Background: an optimization exercise with open tools, aiming at small area. Do not read the settings as production practice.
RTL that was checked went through simulation tests only; none was proved equivalent to the original.
Power figures rest on the tool's default switching activity, not on a simulated workload.

==> run A: inputs <==
==> flow/design.v (excerpt) <==
module pe_unit (
    input  logic                   clk,
    input  logic                   rst,
    input  logic                   in_valid,
    input  logic [7:0]             weight_value,
    input  logic [7:0]             weight_row,
    input  logic [7:0]             weight_col,
    input  logic [31:0]            feature_value,
    input  logic [31:0]            feature_row,
    input  logic [31:0]            feature_col,
    input  logic [15:0]            in_channel,
    input  logic [15:0]            frame_len,
    output logic                   out_valid,
    output logic [127:0]           data_out,
    output logic [127:0]           data_out_row,
    output logic [127:0]           data_out_col,
    output logic [15:0]            out_channel
);
==> flow/config.mk <==
export PLATFORM = sky130hd
export DESIGN_NAME = pe_unit
export DESIGN_NICKNAME = pe_unit
export VERILOG_FILES = /design/flow/design.v
export SDC_FILE = /design/flow/constraint.sdc
export NUM_CORES = 4
export LEC_CHECK = 0
export CAP_MARGIN = 20
export CORE_MARGIN = 2
export CORE_UTILIZATION = 55
export PLACE_DENSITY = 0.65
export SLEW_MARGIN = 20
export SYNTH_HIERARCHICAL = 1
export SYNTH_MINIMUM_KEEP_SIZE = 0
==> flow/constraint.sdc <==
create_clock -name core_clock -period 6.0 [get_ports {clk}]
set_input_delay 1.2000 -clock core_clock [delete_from_list [all_inputs] [get_ports {clk}]]
set_output_delay 1.2000 -clock core_clock [all_outputs]
set_load 0.01 [all_outputs]
standard.sh (not shown) runs the stock make flow with config.mk's settings and CLKGATE_MAP_FILE= SYNTH_SCRIPT=/design/flow/synth_recipe.tcl, a recipe that flattens the netlist after the stock synthesis.
==> flow/flow/run.sh <==
#!/bin/bash
# The standard layout (standard.sh), with two changes that only save cells:
# every port buffer is made from the smallest buffer cell instead of the one
# buffer_ports picks by default, and clock tree synthesis adds no dummy loads.
set -o pipefail
export BUFFER_PORTS_ARGS="-buffer_cell sky130_fd_sc_hd__buf_1"
export CTS_ARGS="-sink_clustering_enable -repair_clock_nets -dont_use_dummy_load"
cp standard.sh standard.sh.txt
bash standard.sh > standard.log 2>&1
==> run E (differences from run A) <==
--- a/flow/flow/run.sh
+++ b/flow/flow/run.sh
@@ -5,5 +5,5 @@
 set -o pipefail
 export BUFFER_PORTS_ARGS="-buffer_cell sky130_fd_sc_hd__buf_1"
-export CTS_ARGS="-sink_clustering_enable -repair_clock_nets -dont_use_dummy_load"
+export CTS_ARGS="-sink_clustering_enable -repair_clock_nets -dont_use_dummy_load -sink_clustering_size 30 -sink_clustering_max_diameter 100"
 cp standard.sh standard.sh.txt
 bash standard.sh > standard.log 2>&1
==> flow_metrics.py <==
metrics = {
    "routing": {
        "wl_per_cell_um": 21.4,
        "first_iter_violations": 2286,
        "wl_met3_um": 8160,
    },
    "pwr": {
        "p_clk_uw": 2980,
        "p_seq_uw": 7900,
        "ir_drop_uv": 462,
        "swShare": 0.375,
    },
    "hold_path": {
        "worstHoldEndpoint": "wr2[7]",
    },
    "layout": {
        "nets": 5514,
        "syn_to_final_growth_pct": 9.77,
    },
    "sta": {
        "min_period_ps": 5810,
    },
    "critical_path": {
        "r2r_cells": 17,
    },
    "outcome": {
        "status": "finished clean",
    },
    "grt": {
        "met1_usage": 0.352,
    },
}
[end of results for run E]
==> flow_metrics.py <==
metrics = {
    "outcome": {
        "status": "finished clean",
    },
    "grt": {
        "met1_usage": 0.353,
    },
    "pwr": {
        "p_seq_uw": 7920,
        "ir_drop_uv": 466,
        "swShare": 0.360,
    },
    "routing": {
        "wl_met3_um": 8660,
        "wl_per_cell_um": 21.4,
        "first_iter_violations": 2351,
    },
    "critical_path": {
        "r2r_cells": 16,
    },
    "hold_path": {
        "worstHoldEndpoint": "emit2",
    },
    "sta": {
        "min_period_ps": 5820,
    },
    "layout": {
        "nets": 5562,
    },
}
[end of results for run A]


==> run H <==
==> flow/design.v <==
package pe_pkg;
    typedef logic signed [8-1:0] pe_word_t;
    typedef logic signed [8-1:0] pe_coord_t;
    typedef logic [4*8-1:0] pe_word_vec_t;
    typedef logic [4*8-1:0] pe_coord_vec_t;
    typedef logic [4*4*8-1:0] pe_word_grid_t;
    typedef logic [4*4*8-1:0] pe_coord_grid_t;
    typedef enum logic [1:0] {
        PE_IDLE,
        PE_LOAD_WEIGHT,
        PE_LOAD_FEATURE
    } pe_state_e;
endpackage
`timescale 1ns/100ps
module pe_fa (
    input  logic a,
    input  logic b,
    input  logic c,
    output logic s,
    output logic co
);
    assign s  = a ^ b ^ c;
    assign co = (a & b) | (a & c) | (b & c);
endmodule
module pe_ha (
    input  logic a,
    input  logic b,
    output logic s,
    output logic co
);
    assign s  = a ^ b;
    assign co = a & b;
endmodule
module pe_sub (
    input  logic [7:0] nr,
    input  logic [7:0] w,
    input  logic       nv,
    output logic [7:0] y
);
    logic [7:0] ns;
    logic [7:0] nc;
    assign ns[0] = nr[0] ^ w[0];
    assign nc[1] = nr[0] & w[0];
    for (genvar i = 1; i < 7; i++) begin : g_bit
        pe_fa u_fa (.a(nr[i]), .b(w[i]), .c(nc[i]), .s(ns[i]), .co(nc[i+1]));
    end
    assign ns[7] = nr[7] ^ w[7] ^ nc[7];
    assign nc[0] = 1'b0;
    assign y = ~(ns | {8{nv}});
endmodule
`timescale 1ns/100ps
module pe_unit (
    input  logic                   clk,
    input  logic                   rst,
    input  logic                   in_valid,
    input  logic [7:0]             weight_value,
    input  logic [7:0]             weight_row,
    input  logic [7:0]             weight_col,
    input  logic [31:0]            feature_value,
    input  logic [31:0]            feature_row,
    input  logic [31:0]            feature_col,
    input  logic [15:0]            in_channel,
    input  logic [15:0]            frame_len,
    output logic                   out_valid,
    output logic [127:0]           data_out,
    output logic [127:0]           data_out_row,
    output logic [127:0]           data_out_col,
    output logic [15:0]            out_channel
);
    logic [15:0] rem;
    logic [2:0]  cnt;       
    logic        first;
    logic [2:0]  idx;
    assign first = (rem == 16'd0);
    assign idx   = first ? 3'd0 : cnt;
    always_ff @(posedge clk or posedge rst) begin
        if (rst) begin
            rem <= '0;
            cnt <= '0;
        end else if (in_valid) begin
            rem <= (first ? frame_len : rem) - 16'd1;
            cnt <= (idx == 3'd4) ? 3'd4 : idx + 3'd1;
        end
    end
    logic        v1, v2;
    logic        emit1, emit2;
    logic        load1, load2;
    logic [1:0]  slot1, slot2;
    logic [7:0]  wv1, wr1, wc1, wr2, wc2;
    logic [31:0] fv1, fr1, fc1, fv2, fr2, fc2;
    logic [15:0] ch1, ch2;
    always_ff @(posedge clk or posedge rst) begin
        if (rst) begin
            v1 <= 1'b0;
            v2 <= 1'b0;
        end else begin
            v1 <= in_valid;
            v2 <= v1;
        end
    end
    always_ff @(posedge clk) begin
        emit1 <= idx[2] | (idx[1] & idx[0]);
        load1 <= ~idx[2];
        slot1 <= idx[1:0];
        wv1 <= weight_value;
        wr1 <= weight_row;
        wc1 <= weight_col;
        fv1 <= feature_value;
        fr1 <= ~feature_row;     
        fc1 <= ~feature_col;
        ch1 <= in_channel;
        emit2 <= emit1;
        load2 <= load1;
        slot2 <= slot1;
        wr2 <= wr1;
        wc2 <= wc1;
        fv2 <= fv1;
        fr2 <= fr1;
        fc2 <= fc1;
        ch2 <= ch1;
    end
    logic [31:0] w_v;
    for (genvar s = 0; s < 4; s++) begin : g_wvslot
        always_ff @(posedge clk) begin
            if (v1 && load1 && slot1 == 2'(s)) begin
                w_v[8*s +: 8] <= wv1;
            end
        end
    end
    logic [31:0] w_r, w_c;
    for (genvar s = 0; s < 4; s++) begin : g_wslot
        always_ff @(posedge clk) begin
            if (v2 && load2 && slot2 == 2'(s)) begin
                w_r[8*s +: 8] <= wr2;
                w_c[8*s +: 8] <= wc2;
            end
        end
    end
    logic [95:0]  win_v;
    logic [127:0] win_r, win_c;
    always_ff @(posedge clk) begin
        if (v2) begin
            win_v <= {win_v[63:0], fv2};
            win_r <= {win_r[95:0], fr2};
            win_c <= {win_c[95:0], fc2};
        end
    end
    logic [127:0] prod_d, prod_q;
    for (genvar i = 0; i < 4; i++) begin : g_pslot
        for (genvar j = 0; j < 4; j++) begin : g_plane
            logic [7:0] b;
            if (i == 0) begin : g_new
                assign b = fv2[8*j +: 8];
            end else begin : g_old
                assign b = win_v[32*(i-1) + 8*j +: 8];
            end
            logic [7:0] a, q;
            assign a = w_v[8*i +: 8];
            assign prod_d[8*(4*i+j) +: 8] = q;
                wire p1 = ~(a[0] & b[1]);
                wire p2 = ~(a[0] & b[2]);
                wire p3 = ~(a[0] & b[3]);
                wire p4 = ~(a[0] & b[4]);
                wire p5 = ~(a[0] & b[5]);
                wire p6 = ~(a[0] & b[6]);
                wire p7 = a[0] & b[7];
                wire p8 = ~(a[1] & b[0]);
                wire p9 = ~(a[1] & b[1]);
                wire p10 = ~(a[1] & b[2]);
                wire p11 = ~(a[1] & b[3]);
                wire p12 = ~(a[1] & b[4]);
                wire p13 = ~(a[1] & b[5]);
                wire p14 = ~(a[1] & b[6]);
                wire p15 = a[1] & b[7];
                wire p16 = ~(a[2] & b[0]);
                wire p17 = ~(a[2] & b[1]);
                wire p18 = ~(a[2] & b[2]);
                wire p19 = ~(a[2] & b[3]);
                wire p20 = ~(a[2] & b[4]);
                wire p21 = ~(a[2] & b[5]);
                wire p22 = ~(a[2] & b[6]);
                wire p23 = a[2] & b[7];
                wire p24 = ~(a[3] & b[0]);
                wire p25 = ~(a[3] & b[1]);
                wire p26 = ~(a[3] & b[2]);
                wire p27 = ~(a[3] & b[3]);
                wire p28 = ~(a[3] & b[4]);
                wire p29 = ~(a[3] & b[5]);
                wire p30 = ~(a[3] & b[6]);
                wire p31 = a[3] & b[7];
                wire p32 = ~(a[4] & b[0]);
                wire p33 = ~(a[4] & b[1]);
                wire p34 = ~(a[4] & b[2]);
                wire p35 = ~(a[4] & b[3]);
                wire p36 = ~(a[4] & b[4]);
                wire p37 = ~(a[4] & b[5]);
                wire p38 = ~(a[4] & b[6]);
                wire p39 = a[4] & b[7];
                wire p40 = ~(a[5] & b[0]);
                wire p41 = ~(a[5] & b[1]);
                wire p42 = ~(a[5] & b[2]);
                wire p43 = ~(a[5] & b[3]);
                wire p44 = ~(a[5] & b[4]);
                wire p45 = ~(a[5] & b[5]);
                wire p46 = ~(a[5] & b[6]);
                wire p47 = ~(a[6] & b[0]);
                wire p48 = ~(a[6] & b[1]);
                wire p49 = ~(a[6] & b[2]);
                wire p50 = ~(a[6] & b[3]);
                wire p51 = ~(a[6] & b[4]);
                wire p52 = ~(a[6] & b[5]);
                wire p53 = a[7] & b[0];
                wire p54 = a[7] & b[1];
                wire p55 = a[7] & b[2];
                wire p56 = a[7] & b[3];
                wire p57 = a[7] & b[4];
                wire c58 = ~(p1 | p8);
                logic s59, c60;
                pe_fa u_s59 (.a(p2), .b(p9), .c(p16), .s(s59), .co(c60));
                wire c61 = c58 & ~s59;
                logic s62, c63;
                pe_fa u_s62 (.a(p3), .b(p10), .c(p17), .s(s62), .co(c63));
                logic s64, c65;
                pe_fa u_s64 (.a(p24), .b(c60), .c(s62), .s(s64), .co(c65));
                wire c66 = c61 & ~s64;
                logic s67, c68;
                pe_fa u_s67 (.a(p4), .b(p11), .c(p18), .s(s67), .co(c68));
                logic s69, c70;
                pe_fa u_s69 (.a(p25), .b(p32), .c(c63), .s(s69), .co(c70));
                logic s71, c72;
                pe_fa u_s71 (.a(s67), .b(c65), .c(s69), .s(s71), .co(c72));
                logic s73, n74;
                pe_ha u_s73 (.a(c66), .b(s71), .s(s73), .co(n74));
                wire c75 = ~(s73 & c66);
                logic s76, c77;
                pe_fa u_s76 (.a(p5), .b(p12), .c(p19), .s(s76), .co(c77));
                logic s78, c79;
                pe_fa u_s78 (.a(p26), .b(p33), .c(p40), .s(s78), .co(c79));
                logic s80, c81;
                pe_fa u_s80 (.a(c68), .b(s76), .c(s78), .s(s80), .co(c81));
                logic s82, c83;
                pe_fa u_s82 (.a(c70), .b(s80), .c(c72), .s(s82), .co(c83));
                logic s84, n85;
                pe_ha u_s84 (.a(c75), .b(s82), .s(s84), .co(n85));
                wire c86 = n85 | s84;
                logic s87, c88;
                pe_fa u_s87 (.a(p6), .b(p13), .c(p20), .s(s87), .co(c88));
                logic s89, c90;
                pe_fa u_s89 (.a(p27), .b(p34), .c(p41), .s(s89), .co(c90));
                logic s91, c92;
                pe_fa u_s91 (.a(p47), .b(c77), .c(c79), .s(s91), .co(c92));
                logic s93, c94;
                pe_fa u_s93 (.a(s87), .b(s89), .c(c81), .s(s93), .co(c94));
                logic s95, c96;
                pe_fa u_s95 (.a(s91), .b(s93), .c(c83), .s(s95), .co(c96));
                logic s97, n98;
                pe_ha u_s97 (.a(c86), .b(s95), .s(s97), .co(n98));
                wire c99 = n98 | s97;
                logic s100, c101;
                pe_fa u_s100 (.a(p14), .b(p21), .c(p28), .s(s100), .co(c101));
                logic s102, c103;
                pe_fa u_s102 (.a(p35), .b(p42), .c(p48), .s(s102), .co(c103));
                logic s104, c105;
                pe_fa u_s104 (.a(p7), .b(p53), .c(c88), .s(s104), .co(c105));
                logic s106, c107;
                pe_fa u_s106 (.a(c90), .b(s100), .c(s102), .s(s106), .co(c107));
                logic s108, c109;
                pe_fa u_s108 (.a(c92), .b(s104), .c(s106), .s(s108), .co(c109));
                logic s110, c111;
                pe_fa u_s110 (.a(c94), .b(s108), .c(c96), .s(s110), .co(c111));
                logic s112, n113;
                pe_ha u_s112 (.a(c99), .b(s110), .s(s112), .co(n113));
                wire c114 = n113 | s112;
                logic s115, c116;
                pe_fa u_s115 (.a(p22), .b(p29), .c(p36), .s(s115), .co(c116));
                logic s117, c118;
                pe_fa u_s117 (.a(p43), .b(p49), .c(p15), .s(s117), .co(c118));
                logic s119, c120;
                pe_fa u_s119 (.a(p54), .b(c101), .c(c103), .s(s119), .co(c120));
                logic s121, c122;
                pe_fa u_s121 (.a(s115), .b(s117), .c(c105), .s(s121), .co(c122));
                logic s123, c124;
                pe_fa u_s123 (.a(c107), .b(s119), .c(s121), .s(s123), .co(c124));
                logic s125, c126;
                pe_fa u_s125 (.a(c109), .b(s123), .c(c111), .s(s125), .co(c126));
                logic s127, n128;
                pe_ha u_s127 (.a(c114), .b(s125), .s(s127), .co(n128));
                wire c129 = ~(s127 & c114);
                logic s130, c131;
                pe_fa u_s130 (.a(p30), .b(p37), .c(p44), .s(s130), .co(c131));
                logic s132, c133;
                pe_fa u_s132 (.a(p50), .b(p23), .c(p55), .s(s132), .co(c133));
                logic s134, c135;
                pe_fa u_s134 (.a(c116), .b(c118), .c(s130), .s(s134), .co(c135));
                logic s136, c137;
                pe_fa u_s136 (.a(s132), .b(c120), .c(s134), .s(s136), .co(c137));
                logic s138, c139;
                pe_fa u_s138 (.a(c122), .b(s136), .c(c124), .s(s138), .co(c139));
                logic s140, c141;
                pe_fa u_s140 (.a(s138), .b(c114), .c(c126), .s(s140), .co(c141));
                logic s142, n143;
                pe_ha u_s142 (.a(c129), .b(s140), .s(s142), .co(n143));
                wire c144 = n143 | s142;
                logic s145, c146;
                pe_fa u_s145 (.a(p38), .b(p45), .c(p51), .s(s145), .co(c146));
                logic s147, c148;
                pe_fa u_s147 (.a(p31), .b(p56), .c(c131), .s(s147), .co(c148));
                logic s149, c150;
                pe_fa u_s149 (.a(c133), .b(s145), .c(c135), .s(s149), .co(c150));
                logic s151, c152;
                pe_fa u_s151 (.a(s147), .b(c137), .c(s149), .s(s151), .co(c152));
                logic s153, c154;
                pe_fa u_s153 (.a(s151), .b(c139), .c(c141), .s(s153), .co(c154));
                logic s155, n156;
                pe_ha u_s155 (.a(c144), .b(s153), .s(s155), .co(n156));
                wire c157 = n156 | s155;
                wire s158 = p46 ^ p52 ^ p39;
                wire s159 = p57 ^ c146 ^ s158;
                wire s160 = s159 ^ c148 ^ c150;
                wire s161 = s160 ^ c152 ^ c154;
                wire s162 = c157 ^ s161;
                assign q[0] = s73;
                assign q[1] = s84;
                assign q[2] = s97;
                assign q[3] = s112;
                assign q[4] = s127;
                assign q[5] = s142;
                assign q[6] = s155;
                assign q[7] = s162;
        end
    end
    always_ff @(posedge clk) begin
        prod_q <= prod_d;
    end
    always_ff @(posedge clk or posedge rst) begin
        if (rst) begin
            out_valid   <= 1'b0;
            out_channel <= '0;
        end else begin
            out_valid <= v2 & emit2;
            if (v2 & emit2) out_channel <= ch2;
        end
    end
    logic nov;
    assign nov = ~out_valid;
    for (genvar k = 0; k < 128; k++) begin : g_dbit
        if (8'b11101110 >> (k % 8) & 1) begin : g_true
            assign data_out[k] = prod_q[k] & out_valid;
        end else begin : g_inv
            assign data_out[k] = ~(prod_q[k] | nov);
        end
    end
    for (genvar i = 0; i < 4; i++) begin : g_slot
        for (genvar j = 0; j < 4; j++) begin : g_lane
            pe_sub u_row (
                .nr (win_r[32*i + 8*j +: 8]),
                .w  (w_r[8*i +: 8]),
                .nv (nov),
                .y  (data_out_row[8*(4*i+j) +: 8])
            );
            pe_sub u_col (
                .nr (win_c[32*i + 8*j +: 8]),
                .w  (w_c[8*i +: 8]),
                .nv (nov),
                .y  (data_out_col[8*(4*i+j) +: 8])
            );
        end
    end
endmodule
==> flow/flow/run.sh <==
#!/bin/bash
# The standard layout (standard.sh), with every port buffer made from the
# smallest buffer cell instead of the one buffer_ports picks by default.
set -o pipefail
export BUFFER_PORTS_ARGS="-buffer_cell sky130_fd_sc_hd__buf_1"
cp standard.sh standard.sh.txt
bash standard.sh > standard.log 2>&1
==> flow/standard.sh <==
#!/bin/bash
# synth_recipe.tcl (not shown) runs the flow's synth.tcl, then flattens the netlist and writes it again
# the make line also repeats each setting of config.mk as NAME=value (left out here)
make -C /OpenROAD-flow-scripts/flow DESIGN_CONFIG=/design/flow/config.mk WORK_HOME=/design/flow/orfs CLKGATE_MAP_FILE= SYNTH_SCRIPT=/design/flow/synth_recipe.tcl "${@:-finish}"
==> flow/config.mk <==
export PLATFORM = sky130hd
export DESIGN_NAME = pe_unit
export DESIGN_NICKNAME = pe_unit
export VERILOG_FILES = /design/flow/design.v
export SDC_FILE = /design/flow/constraint.sdc
export NUM_CORES = 4
export LEC_CHECK = 0
export CAP_MARGIN = 20
export CORE_MARGIN = 2
export CORE_UTILIZATION = 55
export PLACE_DENSITY = 0.65
export SLEW_MARGIN = 20
export SYNTH_HIERARCHICAL = 1
export SYNTH_MINIMUM_KEEP_SIZE = 0
==> flow/constraint.sdc <==
create_clock -name core_clock -period 6.0 [get_ports {clk}]
set_input_delay 1.2000 -clock core_clock [delete_from_list [all_inputs] [get_ports {clk}]]
set_output_delay 1.2000 -clock core_clock [all_outputs]
set_load 0.01 [all_outputs]
==> run Y: changes against run H <==
--- a/flow/design.v
+++ b/flow/design.v
@@ -243,5 +243,5 @@
                 logic s84, n85;
                 pe_ha u_s84 (.a(c75), .b(s82), .s(s84), .co(n85));
-                wire c86 = n85 | s84;
+                wire c86 = ~(n85 | s84);
                 logic s87, c88;
                 pe_fa u_s87 (.a(p6), .b(p13), .c(p20), .s(s87), .co(c88));
@@ -256,5 +256,5 @@
                 logic s97, n98;
                 pe_ha u_s97 (.a(c86), .b(s95), .s(s97), .co(n98));
-                wire c99 = n98 | s97;
+                wire c99 = ~(s97 & c86);
                 logic s100, c101;
                 pe_fa u_s100 (.a(p14), .b(p21), .c(p28), .s(s100), .co(c101));
@@ -271,5 +271,5 @@
                 logic s112, n113;
                 pe_ha u_s112 (.a(c99), .b(s110), .s(s112), .co(n113));
-                wire c114 = n113 | s112;
+                wire c114 = ~(n113 | s112);
                 logic s115, c116;
                 pe_fa u_s115 (.a(p22), .b(p29), .c(p36), .s(s115), .co(c116));
@@ -286,5 +286,5 @@
                 logic s127, n128;
                 pe_ha u_s127 (.a(c114), .b(s125), .s(s127), .co(n128));
-                wire c129 = ~(s127 & c114);
+                wire c129 = ~(n128 | s127);
                 logic s130, c131;
                 pe_fa u_s130 (.a(p30), .b(p37), .c(p44), .s(s130), .co(c131));
@@ -297,27 +297,28 @@
                 logic s138, c139;
                 pe_fa u_s138 (.a(c122), .b(s136), .c(c124), .s(s138), .co(c139));
-                logic s140, c141;
-                pe_fa u_s140 (.a(s138), .b(c114), .c(c126), .s(s140), .co(c141));
-                logic s142, n143;
-                pe_ha u_s142 (.a(c129), .b(s140), .s(s142), .co(n143));
-                wire c144 = n143 | s142;
-                logic s145, c146;
-                pe_fa u_s145 (.a(p38), .b(p45), .c(p51), .s(s145), .co(c146));
-                logic s147, c148;
-                pe_fa u_s147 (.a(p31), .b(p56), .c(c131), .s(s147), .co(c148));
-                logic s149, c150;
-                pe_fa u_s149 (.a(c133), .b(s145), .c(c135), .s(s149), .co(c150));
-                logic s151, c152;
-                pe_fa u_s151 (.a(s147), .b(c137), .c(s149), .s(s151), .co(c152));
-                logic s153, c154;
-                pe_fa u_s153 (.a(s151), .b(c139), .c(c141), .s(s153), .co(c154));
-                logic s155, n156;
-                pe_ha u_s155 (.a(c144), .b(s153), .s(s155), .co(n156));
-                wire c157 = n156 | s155;
-                wire s158 = p46 ^ p52 ^ p39;
-                wire s159 = p57 ^ c146 ^ s158;
-                wire s160 = s159 ^ c148 ^ c150;
-                wire s161 = s160 ^ c152 ^ c154;
-                wire s162 = c157 ^ s161;
+                wire n140 = ~c114;
+                logic s141, c142;
+                pe_fa u_s141 (.a(s138), .b(n140), .c(c126), .s(s141), .co(c142));
+                logic s143, n144;
+                pe_ha u_s143 (.a(c129), .b(s141), .s(s143), .co(n144));
+                wire c145 = ~(s143 & c129);
+                logic s146, c147;
+                pe_fa u_s146 (.a(p38), .b(p45), .c(p51), .s(s146), .co(c147));
+                logic s148, c149;
+                pe_fa u_s148 (.a(p31), .b(p56), .c(c131), .s(s148), .co(c149));
+                logic s150, c151;
+                pe_fa u_s150 (.a(c133), .b(s146), .c(c135), .s(s150), .co(c151));
+                logic s152, c153;
+                pe_fa u_s152 (.a(s148), .b(c137), .c(s150), .s(s152), .co(c153));
+                logic s154, c155;
+                pe_fa u_s154 (.a(s152), .b(c139), .c(c142), .s(s154), .co(c155));
+                logic s156, n157;
+                pe_ha u_s156 (.a(c145), .b(s154), .s(s156), .co(n157));
+                wire c158 = ~(n157 | s156);
+                wire s159 = p46 ^ p52 ^ p39;
+                wire s160 = p57 ^ c147 ^ s159;
+                wire s161 = s160 ^ c149 ^ c151;
+                wire s162 = s161 ^ c153 ^ c155;
+                wire s163 = c158 ^ s162;
                 assign q[0] = s73;
                 assign q[1] = s84;
@@ -325,7 +326,7 @@
                 assign q[3] = s112;
                 assign q[4] = s127;
-                assign q[5] = s142;
-                assign q[6] = s155;
-                assign q[7] = s162;
+                assign q[5] = s143;
+                assign q[6] = s156;
+                assign q[7] = s163;
         end
     end
@@ -345,5 +346,5 @@
     assign nov = ~out_valid;
     for (genvar k = 0; k < 128; k++) begin : g_dbit
-        if (8'b11101110 >> (k % 8) & 1) begin : g_true
+        if (8'b01011010 >> (k % 8) & 1) begin : g_true
             assign data_out[k] = prod_q[k] & out_valid;
         end else begin : g_inv
==> flow/flow/run.sh (replaced) <==
#!/bin/bash
# The standard layout (standard.sh), with two changes that only save cells:
# every port buffer is made from the smallest buffer cell instead of the one
# buffer_ports picks by default, and clock tree synthesis adds no dummy loads.
set -o pipefail
export BUFFER_PORTS_ARGS="-buffer_cell sky130_fd_sc_hd__buf_1"
export CTS_ARGS="-sink_clustering_enable -repair_clock_nets -dont_use_dummy_load -sink_clustering_size 30 -sink_clustering_max_diameter 100"
cp standard.sh standard.sh.txt
bash standard.sh > standard.log 2>&1
- CORE_UTILIZATION: 55 -> 65
- PLACE_DENSITY: 0.65 -> 0.72
==> run G: changes against run H <==
--- a/flow/design.v
+++ b/flow/design.v
@@ -243,5 +243,5 @@
                 logic s84, n85;
                 pe_ha u_s84 (.a(c75), .b(s82), .s(s84), .co(n85));
-                wire c86 = n85 | s84;
+                wire c86 = ~(n85 | s84);
                 logic s87, c88;
                 pe_fa u_s87 (.a(p6), .b(p13), .c(p20), .s(s87), .co(c88));
@@ -256,5 +256,5 @@
                 logic s97, n98;
                 pe_ha u_s97 (.a(c86), .b(s95), .s(s97), .co(n98));
-                wire c99 = n98 | s97;
+                wire c99 = ~(s97 & c86);
                 logic s100, c101;
                 pe_fa u_s100 (.a(p14), .b(p21), .c(p28), .s(s100), .co(c101));
@@ -271,5 +271,5 @@
                 logic s112, n113;
                 pe_ha u_s112 (.a(c99), .b(s110), .s(s112), .co(n113));
-                wire c114 = n113 | s112;
+                wire c114 = ~(n113 | s112);
                 logic s115, c116;
                 pe_fa u_s115 (.a(p22), .b(p29), .c(p36), .s(s115), .co(c116));
@@ -286,5 +286,5 @@
                 logic s127, n128;
                 pe_ha u_s127 (.a(c114), .b(s125), .s(s127), .co(n128));
-                wire c129 = ~(s127 & c114);
+                wire c129 = ~(n128 | s127);
                 logic s130, c131;
                 pe_fa u_s130 (.a(p30), .b(p37), .c(p44), .s(s130), .co(c131));
@@ -297,27 +297,28 @@
                 logic s138, c139;
                 pe_fa u_s138 (.a(c122), .b(s136), .c(c124), .s(s138), .co(c139));
-                logic s140, c141;
-                pe_fa u_s140 (.a(s138), .b(c114), .c(c126), .s(s140), .co(c141));
-                logic s142, n143;
-                pe_ha u_s142 (.a(c129), .b(s140), .s(s142), .co(n143));
-                wire c144 = n143 | s142;
-                logic s145, c146;
-                pe_fa u_s145 (.a(p38), .b(p45), .c(p51), .s(s145), .co(c146));
-                logic s147, c148;
-                pe_fa u_s147 (.a(p31), .b(p56), .c(c131), .s(s147), .co(c148));
-                logic s149, c150;
-                pe_fa u_s149 (.a(c133), .b(s145), .c(c135), .s(s149), .co(c150));
-                logic s151, c152;
-                pe_fa u_s151 (.a(s147), .b(c137), .c(s149), .s(s151), .co(c152));
-                logic s153, c154;
-                pe_fa u_s153 (.a(s151), .b(c139), .c(c141), .s(s153), .co(c154));
-                logic s155, n156;
-                pe_ha u_s155 (.a(c144), .b(s153), .s(s155), .co(n156));
-                wire c157 = n156 | s155;
-                wire s158 = p46 ^ p52 ^ p39;
-                wire s159 = p57 ^ c146 ^ s158;
-                wire s160 = s159 ^ c148 ^ c150;
-                wire s161 = s160 ^ c152 ^ c154;
-                wire s162 = c157 ^ s161;
+                wire n140 = ~c114;
+                logic s141, c142;
+                pe_fa u_s141 (.a(s138), .b(n140), .c(c126), .s(s141), .co(c142));
+                logic s143, n144;
+                pe_ha u_s143 (.a(c129), .b(s141), .s(s143), .co(n144));
+                wire c145 = ~(s143 & c129);
+                logic s146, c147;
+                pe_fa u_s146 (.a(p38), .b(p45), .c(p51), .s(s146), .co(c147));
+                logic s148, c149;
+                pe_fa u_s148 (.a(p31), .b(p56), .c(c131), .s(s148), .co(c149));
+                logic s150, c151;
+                pe_fa u_s150 (.a(c133), .b(s146), .c(c135), .s(s150), .co(c151));
+                logic s152, c153;
+                pe_fa u_s152 (.a(s148), .b(c137), .c(s150), .s(s152), .co(c153));
+                logic s154, c155;
+                pe_fa u_s154 (.a(s152), .b(c139), .c(c142), .s(s154), .co(c155));
+                logic s156, n157;
+                pe_ha u_s156 (.a(c145), .b(s154), .s(s156), .co(n157));
+                wire c158 = ~(n157 | s156);
+                wire s159 = p46 ^ p52 ^ p39;
+                wire s160 = p57 ^ c147 ^ s159;
+                wire s161 = s160 ^ c149 ^ c151;
+                wire s162 = s161 ^ c153 ^ c155;
+                wire s163 = c158 ^ s162;
                 assign q[0] = s73;
                 assign q[1] = s84;
@@ -325,7 +326,7 @@
                 assign q[3] = s112;
                 assign q[4] = s127;
-                assign q[5] = s142;
-                assign q[6] = s155;
-                assign q[7] = s162;
+                assign q[5] = s143;
+                assign q[6] = s156;
+                assign q[7] = s163;
         end
     end
@@ -345,5 +346,5 @@
     assign nov = ~out_valid;
     for (genvar k = 0; k < 128; k++) begin : g_dbit
-        if (8'b11101110 >> (k % 8) & 1) begin : g_true
+        if (8'b01011010 >> (k % 8) & 1) begin : g_true
             assign data_out[k] = prod_q[k] & out_valid;
         end else begin : g_inv
==> flow/flow/run.sh (replaced) <==
#!/bin/bash
# The standard layout (standard.sh), with two changes that only save cells:
# every port buffer is made from the smallest buffer cell instead of the one
# buffer_ports picks by default, and clock tree synthesis adds no dummy loads.
set -o pipefail
export BUFFER_PORTS_ARGS="-buffer_cell sky130_fd_sc_hd__buf_1"
export CTS_ARGS="-sink_clustering_enable -repair_clock_nets -dont_use_dummy_load -sink_clustering_size 30 -sink_clustering_max_diameter 100"
cp standard.sh standard.sh.txt
bash standard.sh > standard.log 2>&1
- CORE_UTILIZATION: 55 -> 45
- PLACE_DENSITY: 0.65 -> 0.6
==> run C: changes against run H <==
==> flow/flow/run.sh (replaced) <==
#!/bin/bash
# The standard layout (standard.sh), with two changes that only save cells:
# every port buffer is made from the smallest buffer cell instead of the one
# buffer_ports picks by default, and clock tree synthesis adds no dummy loads.
set -o pipefail
export BUFFER_PORTS_ARGS="-buffer_cell sky130_fd_sc_hd__buf_1"
export CTS_ARGS="-sink_clustering_enable -repair_clock_nets -dont_use_dummy_load"
cp standard.sh standard.sh.txt
bash standard.sh > standard.log 2>&1
==> comparison <==
Of run C and run Y, run C has the higher final cell count (gap about 8%, measured against run Y). Power, highest first: run H, run C, run G, run Y. In sequential cell count, run H and run Y do not differ. Of run G and run C, run G has the higher die area (gap about 22%, measured against run C). Clock power: run Y < run G < run C < run H. Of run H and run Y, run H has the higher non-clock buffer count (gap 274). Against run G, the setup slack of run Y is better by 56 ps. Combinational power: run C > run H > run G > run Y.
==> figures <==
metric                                                                   run H           run C                  run G                  run Y
Outcome                                                         finished clean  finished clean         finished clean         finished clean
Net Sw Frac                                                              0.360           0.359                  0.403                  0.397
Global-route track usage on met2                                         0.436           0.432                  0.368                  0.494
Cell seen most often among critical-path stages          sky130_fd_sc_hd__ha_4               -  sky130_fd_sc_hd__fa_1  sky130_fd_sc_hd__fa_1
Synth Area in Adders                                                     0.354           0.354                  0.354                  0.354
Relative max-transition margin                                           0.158           0.180                  0.243                  0.334
Non-Filler Instances                                                      5985            5903                   5929                   5447
Total non-filler cell area in the finished layout                   0.0615 mm²      0.0606 mm²             0.0563 mm²             0.0553 mm²
Area of the multi-input gates                                       0.0287 mm²      0.0286 mm²             0.0270 mm²             0.0269 mm²
Reg-to-Reg Start                                                        w_v[0]          w_v[2]                w_v[24]                w_v[17]
Iteration count of the initial detailed-routing pass                         5               6                      5                      5
Number of multi-input combinational cells in the layout                   2701            2701                   2698                   2698
Routed met3 length                                                     7.95 mm         7.98 mm                7.39 mm                8.64 mm
Final total power                                                      47.0 mW         46.8 mW                27.6 mW                26.5 mW
Storage cell area                                                   0.0224 mm²      0.0224 mm²             0.0224 mm²             0.0224 mm²
Startpoint of the tightest hold check path                              fv1[1]         fc1[12]                 wc1[0]                 fv1[9]
Clk_buf instances                                                          126              92                     43                     40
Total routed wire length on the met1 layer                             50.1 mm         49.8 mm                53.0 mm                46.5 mm
The RTL of run H and run C was laid out without a check of its function.

-- separate check: timing with driven ports --
No port has a modelled driver above. Below, the same layouts with a new extraction and two added sets of constraints.
Step 1 sets driving cells, clkbuf_16 on the clock port and buf_2 on the other inputs (assumed; they add their load-dependent delay and slew).
Step 2 times the ports against the registers' clock, not the clock port: input delays grow and output delays shrink by t, the midpoint of the rising clock arrivals with the driver on.
Slacks: ideal / step 1 / step 2; pairs: ideal / step 1.
run | t (ns) | slack for setup (ns) | hold WS [ns] | clock arrival spread, ns | worst data-port slew with drivers (ns)
run A | 0.715 | 0.182 / 0.108 / 0.349 | 0.293 / 0.293 / 0.293 | 0.092 / 0.093 | 0.10
run E | 0.656 | 0.189 / 0.119 / 0.410 | 0.306 / 0.306 / 0.306 | 0.121 / 0.121 | 0.09
run H | 0.736 | 0.116 / 0.116 / 0.116 | 0.288 / 0.288 / 0.288 | 0.053 / 0.053 | 0.10
run Y | 0.654 | 0.222 / 0.222 / 0.222 | 0.325 / 0.325 / 0.325 | 0.089 / 0.089 | 0.12
run G | 0.694 | 0.166 / 0.166 / 0.166 | 0.298 / 0.298 / 0.298 | 0.067 / 0.068 | 0.10
run C | 0.708 | 0.111 / 0.111 / 0.111 | 0.283 / 0.283 / 0.283 | 0.099 / 0.100 | 0.08
After both steps setup and hold are still met in every run listed.
